Context: an optimization exercise on an open-source flow, tuned for small area, a short achievable clock period and few clock cycles. The choices shown serve that exercise and are no tape-out recipe.
Only simulation tests tie the RTL to the original design; equivalence was not proved.
No activity file was given, so power comes from the tool's default toggle rates.

[run.sh]
#!/bin/bash
# synth_recipe.tcl (not shown) runs the flow's synth.tcl, then flattens the netlist and writes it again
# the make line also repeats each setting of config.mk as NAME=value (left out here)
make -C /OpenROAD-flow-scripts/flow DESIGN_CONFIG=/design/flow/config.mk WORK_HOME=/design/flow/orfs CLKGATE_MAP_FILE= SYNTH_SCRIPT=/design/flow/synth_recipe.tcl finish
[config.mk]
export PLATFORM = sky130hd
export DESIGN_NAME = csg_ray_span_combine
export DESIGN_NICKNAME = csg_ray_span_combine
export VERILOG_FILES = /design/flow/design.v
export SDC_FILE = /design/flow/constraint.sdc
export NUM_CORES = 4
export LEC_CHECK = 0
export CAP_MARGIN = 20
export CORE_MARGIN = 2
export CORE_UTILIZATION = 40
export SLEW_MARGIN = 20
[constraint.sdc]
create_clock -name core_clock -period 5.5 [get_ports {clk}]
set_input_delay 1.1000 -clock core_clock [delete_from_list [all_inputs] [get_ports {clk}]]
set_output_delay 1.1000 -clock core_clock [all_outputs]
set_load 0.01 [all_outputs]
[design.v]
package csgsc_pkg;
  localparam int LIST_DEPTH_DEF = 16;
  localparam int DIST_W = 32;
  localparam int TAG_W = 16;
  localparam int CMD_W = 2;
  localparam int OP_W = 2;
  localparam logic [CMD_W-1:0] CMD_APPEND_A = 2'd0;
  localparam logic [CMD_W-1:0] CMD_APPEND_B = 2'd1;
  localparam logic [CMD_W-1:0] CMD_COMBINE = 2'd2;
  localparam logic [OP_W-1:0] OP_UNION = 2'd0;
  localparam logic [OP_W-1:0] OP_INTER = 2'd1;
  localparam logic [OP_W-1:0] OP_DIFF = 2'd2;
  typedef struct packed {
    logic [CMD_W-1:0] command;
    logic signed [DIST_W-1:0] hit_distance;
    logic [TAG_W-1:0] hit_tag;
  } cmd_beat_t;
  typedef struct packed {
    logic signed [DIST_W-1:0] out_distance;
    logic [TAG_W-1:0] out_tag;
    logic out_valid;
    logic out_last;
    logic overflow;
  } res_beat_t;
  typedef struct packed {
    logic signed [DIST_W-1:0] hit_dist;
    logic [TAG_W-1:0] tag;
  } hit_t;
  typedef struct packed {
    logic append_a;
    logic append_b;
    logic start;
    logic step;
    logic flush;
  } ctl_t;
  typedef struct packed {
    logic walk_done;
    logic step_blocked;
    logic out_can_load;
  } sts_t;
endpackage
module csg_ray_span_combine (
  input  logic                       clk,
  input  logic                       rst,
  input  logic                       cfg_write_en,
  input  logic [csgsc_pkg::OP_W-1:0] cfg_write_data,
  input  logic                       cmd_valid,
  output logic                       cmd_ready,
  input  csgsc_pkg::cmd_beat_t       cmd_beat,
  output logic                       res_valid,
  input  logic                       res_ready,
  output csgsc_pkg::res_beat_t       res_beat
);
  localparam int HW = csgsc_pkg::DIST_W + csgsc_pkg::TAG_W;
  logic          rdy;
  logic          iv;
  logic [1:0]    icmd;
  logic [HW-1:0] ihit;
  logic [HW-1:0] mem_a [0:15];
  logic [HW-1:0] mem_b [0:15];
  logic [3:0]    wpa, wpb, rpa, rpb;
  logic [4:0]    occa, occb;      
  logic [4:0]    cna, cnb;        
  logic          drop_new;
  logic [1:0]    bool_op;
  logic          qv;              
  logic [4:0]    qla, qlb;
  logic          qovf;
  logic          wv;              
  logic [4:0]    wla, wlb;        
  logic          wovf;
  logic          ina, inb, was_in;
  logic          pv, pfin, pval, povf;
  logic [HW-1:0] phit;
  logic          rfull;
  logic app_a, app_b, comb, proc_ok, acc;
  assign acc   = rdy && cmd_valid;
  assign app_a = iv && (icmd == csgsc_pkg::CMD_APPEND_A);
  assign app_b = iv && (icmd == csgsc_pkg::CMD_APPEND_B);
  assign comb  = iv && (icmd == csgsc_pkg::CMD_COMBINE);
  logic wr_a, wr_b, drop_a, drop_b;
  assign drop_a = app_a && cna[4];
  assign drop_b = app_b && cnb[4];
  assign wr_a   = app_a && !cna[4] && !occa[4];
  assign wr_b   = app_b && !cnb[4] && !occb[4];
  always_comb begin
    case (icmd)
      csgsc_pkg::CMD_APPEND_A: proc_ok = cna[4] || !occa[4];
      csgsc_pkg::CMD_APPEND_B: proc_ok = cnb[4] || !occb[4];
      csgsc_pkg::CMD_COMBINE:  proc_ok = !qv;
      default:                 proc_ok = 1'b1;
    endcase
  end
  logic       iv_n;
  logic [1:0] icmd_n;
  logic       rdy_n;
  logic [4:0] occa_up, occb_up;
  logic       qv_up;
  assign iv_n    = acc || (iv && !proc_ok);
  assign icmd_n  = acc ? cmd_beat.command : icmd;
  logic [4:0] cna_n, cnb_n;
  assign cna_n   = (comb && proc_ok) ? 5'd0 : cna + {4'd0, wr_a};
  assign cnb_n   = (comb && proc_ok) ? 5'd0 : cnb + {4'd0, wr_b};
  assign occa_up = occa + {4'd0, wr_a};
  assign occb_up = occb + {4'd0, wr_b};
  assign qv_up   = qv || (comb && wv);
  always_comb begin
    rdy_n = 1'b1;
    if (iv_n) begin
      case (icmd_n)
        csgsc_pkg::CMD_APPEND_A: rdy_n = cna_n[4] || !occa_up[4];
        csgsc_pkg::CMD_APPEND_B: rdy_n = cnb_n[4] || !occb_up[4];
        csgsc_pkg::CMD_COMBINE:  rdy_n = !qv_up;
        default:                 rdy_n = 1'b1;
      endcase
    end
  end
  logic [HW-1:0] ha, hb, sel;
  logic a_left, b_left, take_a, ina_n, inb_n, now_in, kept;
  logic empty_c, last_s, res_free, pcur, need_slot, go, emit, wdone, wfree;
  assign ha = mem_a[rpa];
  assign hb = mem_b[rpb];
  assign a_left = wla != 5'd0;
  assign b_left = wlb != 5'd0;
  logic signed [csgsc_pkg::DIST_W-1:0] da, db;
  assign da = ha[HW-1:csgsc_pkg::TAG_W];
  assign db = hb[HW-1:csgsc_pkg::TAG_W];
  assign take_a = a_left && (!b_left || (da < db));
  assign ina_n = ina ^ take_a;
  assign inb_n = inb ^ !take_a;
  assign sel = take_a ? ha : hb;
  always_comb begin
    case (bool_op)
      csgsc_pkg::OP_INTER: now_in = ina_n & inb_n;
      csgsc_pkg::OP_DIFF:  now_in = ina_n & ~inb_n;
      default:             now_in = ina_n | inb_n;
    endcase
  end
  assign kept    = now_in != was_in;
  assign empty_c = !a_left && !b_left;
  assign last_s  = (wla == 5'd1 && !b_left) || (wlb == 5'd1 && !a_left);
  assign res_free  = !rfull || res_ready;
  assign pcur      = pv && !pfin;
  assign need_slot = empty_c || kept || (last_s && !pcur);
  assign go    = wv && (!need_slot || !pv || res_free);
  assign emit  = pv && res_free && (pfin || (go && need_slot));
  assign wdone = go && (empty_c || last_s);
  assign wfree = !wv || wdone;
  always_ff @(posedge clk) begin
    if (wr_a) mem_a[wpa] <= ihit;
    if (wr_b) mem_b[wpb] <= ihit;
    if (acc) begin
      icmd <= cmd_beat.command;
      ihit <= {cmd_beat.hit_distance, cmd_beat.hit_tag};
    end
  end
  always_ff @(posedge clk) begin
    if (rst) begin
      rdy <= 1'b1;
      iv <= 1'b0;
      wpa <= '0; wpb <= '0; rpa <= '0; rpb <= '0;
      occa <= '0; occb <= '0; cna <= '0; cnb <= '0;
      drop_new <= 1'b0;
      bool_op <= csgsc_pkg::OP_UNION;
      qv <= 1'b0;
      wv <= 1'b0;
      pv <= 1'b0;
      rfull <= 1'b0;
    end else begin
      rdy <= rdy_n;
      iv <= iv_n;
      if (cfg_write_en) bool_op <= cfg_write_data;
      if (wr_a) begin wpa <= wpa + 4'd1; cna <= cna + 5'd1; end
      if (wr_b) begin wpb <= wpb + 4'd1; cnb <= cnb + 5'd1; end
      if (drop_a || drop_b) drop_new <= 1'b1;
      occa <= occa + {4'd0, wr_a} - {4'd0, go && !empty_c && take_a};
      occb <= occb + {4'd0, wr_b} - {4'd0, go && !empty_c && !take_a};
      if (comb && proc_ok) begin
        cna <= '0; cnb <= '0; drop_new <= 1'b0;
      end
      if (wfree) begin
        wv <= qv || (comb && proc_ok);
        qv <= 1'b0;
      end else if (comb && proc_ok) begin
        qv <= 1'b1;
      end
      if (go && !empty_c) begin
        if (take_a) begin rpa <= rpa + 4'd1; end
        else        begin rpb <= rpb + 4'd1; end
      end
      if (go && need_slot) pv <= 1'b1;
      else if (emit) pv <= 1'b0;
      if (emit) rfull <= 1'b1;
      else if (res_ready) rfull <= 1'b0;
    end
  end
  always_ff @(posedge clk) begin
    if (wfree) begin
      if (qv) begin
        wla <= qla; wlb <= qlb; wovf <= qovf;
      end else begin
        wla <= cna; wlb <= cnb; wovf <= drop_new;
      end
      ina <= 1'b0; inb <= 1'b0; was_in <= 1'b0;
    end else if (go) begin
      if (take_a) wla <= wla - 5'd1;
      else        wlb <= wlb - 5'd1;
      ina <= ina_n; inb <= inb_n; was_in <= now_in;
    end
    if (comb && proc_ok && !(wfree && !qv)) begin
      qla <= cna; qlb <= cnb; qovf <= drop_new;
    end
  end
  always_ff @(posedge clk) begin
    if (go && need_slot) begin
      if (empty_c || !kept) begin
        if (!pcur || empty_c) begin
          phit <= '0; pval <= 1'b0; povf <= wovf;
        end
      end else begin
        phit <= sel; pval <= 1'b1; povf <= wovf;
      end
      pfin <= empty_c || last_s;
    end else if (go && last_s) begin
      pfin <= 1'b1;
    end
    if (emit) begin
      res_beat.out_distance <= phit[HW-1:csgsc_pkg::TAG_W];
      res_beat.out_tag      <= phit[csgsc_pkg::TAG_W-1:0];
      res_beat.out_valid    <= pval;
      res_beat.out_last     <= pfin;
      res_beat.overflow     <= povf;
    end
  end
  assign cmd_ready = rdy;
  assign res_valid = rfull;
endmodule
==> reports/qor.txt <==
Post-DR wirelength/cell: 28.93 µm
Startpoint types: flop
GRT Total Usage: 19.16%
Die width: 415.1 µm
Fraction of layout cells with a size suffix above 1: 33.31%
Initial core utilization: 40.34%
1st-pass router iterations: 5
Hold Path End: res_beat[3]
Number of fill cells: 13.38k
PwrDens: 341.9 nW/µm²
Clock-pin slew on the worst setup and hold paths: 0.06 ns
Setup TNS: -5.087 ns
CP max stage delay: 0.57 ns
Initial antenna violation count: 4
Post-synth ARST share: 0%
HP Start: phit[0]
Status: complete, but fails checks
Worst hold margin: 0.4041 ns
# H-tree levels: 4
Area of the die: 172300 µm²
Die H: 415.1 µm
WP data required: 6.01 ns
Post-Synthesis Cell Area: 67600 µm²
Row count: 150
Slew headroom: 26.43%
Vias in the first global route: 32.46k
RSZ-0062 raised after global routing: yes
CTS buffer count: 178
Bufs and invs on worst path: 10
Switching Power: 5.922 mW
Layout net count: 3525
Leak: 25.13 nW
Via count: 32.24k
Grt ovf: 0
Area leader, netlist: edfxtp_1
Final min period: 5.679 ns
Number of synthesized flops with an enable pin: 1708
Num ports: 110
Synth top area share: 75.87%
Setup Viol. Count Final: 83
Fin crit share: 103.2%
Reg area: 52480 µm²
Longest Clk Path Bufs: 3
Main area contributors after synthesis: edfxtp_1 76%, mux4_2 16%, dfxtp_1 1.7%, mux2i_1 1.2%, ha_1 1.0%
Largest net degree at the start of global routing: 49
CP Max Fanout: 8
Cell breakdown of the critical path: buf_12 -> buf_12 -> buf_12 -> buf_4 -> mux4_2 -> mux4_2 -> ha_4 -> a21oi_1 -> o21ai_2 -> a21oi_1 -> buf_4 -> nand4b_1 -> or4_4 -> and3_4 -> mux2i_2 -> buf_4 -> buf_12 -> nor2_4 -> xnor2_2 -> o31ai_4 -> a21oi_4 -> buf_12 -> buf_12 -> buf_16
Sequential power share: 54.3%
Hold depth: 0
Mean post-synth cell area: 22.85 µm²
Gate power share: 3.8%
Synth Net Count: 3071
Setup crit end kind: flop
Worst Tran Pin Value: 1.104 ns
Post-DP HPWL: 94170 µm
Worst IR Drop VDD: 368.7 µV
Hold Path Class: flop to flop
Fin. Hold Viols: 0
Placed insts: 5382
Post-route ant nets: 0
Max_cap viols: 0
Slowest cell on the critical path: or4_4
Area of the multi-input gates: 15500 µm²
R2R Path End: phit[10]
Register area share after synthesis: 77.59%
CP top delay family: buffers and inverters
RePlAce Congestion: 0.8068
Non-Filler Instances: 5769
Slew Limit Fails: 0
Synth cell types: 60
Synth warnings: 1
Switching Share: 21.34%
Vias per cell: 5.588
Clock power frac: 42.0%
CTS Hold Bufs: 0
Synth Flop Type: edfxtp_1
Final setup skew: 0.03862 ns
Final wirelength: 166900 µm
Synthesized instance count: 2958
CORE AREA: 167600 µm²
CTS root buf: clkbuf_16
Skew-Pair Late Insertion Delay: 0.84 ns
Sinks on Clock Net: 1766
Register bit count reported by yosys: 1766
Pre-CTS WS: -0.3600 ns
Crit path top cell by count: buf_12
First-pass GRT wire length: 236500 µm
Drt drc: 0
Worst r2r path cells: 24
Area growth, synth to finish: 20.10%
Reg2reg setup slack: -0.18 ns
SO Faults: negative setup slack
Final worst setup slack: -0.1785 ns
Iteration-0 DRC Markers: 3518
PortBufs: 109
CTS tree: done
Fmax: 176.1 MHz
Cell Int Power: 21.84 mW
Critical path arrival: 6.18 ns
Kind of critical path: flop to flop
Final Power: 27.76 mW
[power by group through the flow]
stage | combinational (mW) | clock [mW] | sequential, mW
finish | 1.05 | 11.6 | 15.1
global route | 1.11 | 12.4 | 15.1
CTS | 0.838 | 11.9 | 15.1
detailed placement | 0.791 | 0 | 15.4
global placement | 0.790 | 0 | 15.3
floorplan | 0.412 | 0 | 15.3
[how the worst max path moves through the flow]
stage | from | to | slack, ns | cells past startpoint
3_3_place_gp | flop | occb[3] | -0.39 | 23
6_report | flop | phit[10] | -0.18 | 24
2_1_floorplan | flop | occb[3] | -0.28 | 26
3_5_place_dp | flop | occb[3] | -0.36 | 22
5_1_grt | flop | occb[3] | -0.35 | 24
4_1_cts | flop | occb[3] | -0.11 | 24
[worst register-to-register path, cell delays in order (launching register included)]
cell,delay [ns]
dfxtp_4,0.37
buf_12,0.15
buf_12,0.15
buf_12,0.13
buf_4,0.14
mux4_2,0.48
mux4_2,0.56
ha_4,0.27
a21oi_1,0.18
o21ai_2,0.11
a21oi_1,0.16
buf_4,0.14
nand4b_1,0.12
or4_4,0.58
and3_4,0.20
mux2i_2,0.18
buf_4,0.16
buf_12,0.09
nor2_4,0.03
xnor2_2,0.26
o31ai_4,0.13
a21oi_4,0.20
buf_12,0.18
buf_12,0.16
buf_16,0.16
[routing by layer]
layer / global-route usage (%) / share of wire, %
met1: 27.63 / 43
met2: 30.46 / 48
met5: 0 / 0
met4: 4.695 / 2.0
met3: 3.335 / 6.3
[timing repair]
item / 4_1_cts / 5_1_grt
endpoints found under the hold margin: 0 / 0
resized for setup: 63 / 155
setup endpoints to repair: 173 / 181
setup buffers: 21 / 21
cloned: 9 / 9
pin swaps: 27 / 48
[cells by family (layout without fill, tap and decap cells)]
group	Yosys count	count (layout)	share of synthesized area, %
adder cells (fa/ha/maj)	56	56	1.036
buffers and inverters	194	800	1.109
multiplexers	573	573	17.35
other	0	1	0
flip-flops	1766	1766	77.59
AND/OR/NAND/NOR	269	269	1.877
XOR/XNOR	28	28	0.3628
AO/OA/AOI/OAI	72	72	0.6756
[sequential cells by signal, indices dropped and copies added (netlist names), 2 cells and up, named ones only]
name	flops
ihit	48
wpb	4
occb	5
rpb	4
cna	5
mem_a	768
occa	5
phit	48
qla	5
wla	5
qlb	5
cnb	5
wlb	5
res_beat	51
mem_b	768
bool_op	2
wpa	4
rpa	4
icmd	2
[cell usage after synthesis, drive strengths merged (16+ instances only)]
cell,instances
buf,40
a21oi,25
nor2,139
o21ai,16
nor3,17
inv,56
edfxtp,1708
nand3,16
dfxtp,58
clkbuf,98
ha,56
mux4,478
nand2,36
mux2i,84
[area by class of cell]
cell class | count | share of cell area, %
diodes | 1 | 0.003082
clock inverters | 111 | 1.148
clock buffers | 221 | 5.723
well taps | 2204 | 3.396
repair buffers | 412 | 5.739
inverters | 56 | 0.2651
flip-flops and latches | 1766 | 64.64
multi-input cells | 998 | 19.09
[metrics by stage]
step                      util [%]  area (µm²)
after detailed placement     44.00       73750
final                        48.44       81190
after global placement       43.98       73700
after floorplan                  -       67930
after CTS                    47.84       80180
after global routing         48.44       81190
[cell usage in the layout, fill, tap and decap left out, drive strengths merged, types with 3 or more instances in the layout]
cell           count
edfxtp          1708
mux4             478
buf              295
clkbuf           228
nor2             139
clkdlybuf4s50    109
clkinv            86
mux2i             84
inv               67
dfxtp             58
ha                56
nand2             36
a21oi             25
nor3              17
nand3             16
o21ai             16
xor2              15
xnor2             13
nand4             12
mux2              11
nand2b            10
bufinv            10
nor2b             10
a31oi              9
or3                5
nor4b              4
clkinvlp           4
and3               4
nand3b             3
or4                3
o31ai              3
nor4               3
Testbench counts, summed over its fixed seeds: cycles 5,864.

-- separate check: timing with driven ports --
No port has a modelled driver above. Below, the same layout with a new extraction and two added sets of constraints.
Step 1 sets driving cells, clkbuf_16 on the clock port and buf_2 on the other inputs (assumed; they add their load-dependent delay and slew).
Step 2 also shifts input and output timing later by t, the mid clock arrival at the registers, as if the neighbouring blocks saw the same clock.
Three values: no drivers, after step 1, after step 2; two values: the first two.
shift t [ns]: 0.907
setup slack, ns: -0.179 / -0.179 / -0.179
hold WS [ns]: 0.404 / 0.404 / 0.404
latest minus earliest clock arrival (ns): 0.039 / 0.038
cell pins on the clock port's net: 1
The setup slack of this run moves by 0.000 ns with the drivers and by 0.000 ns with both steps.
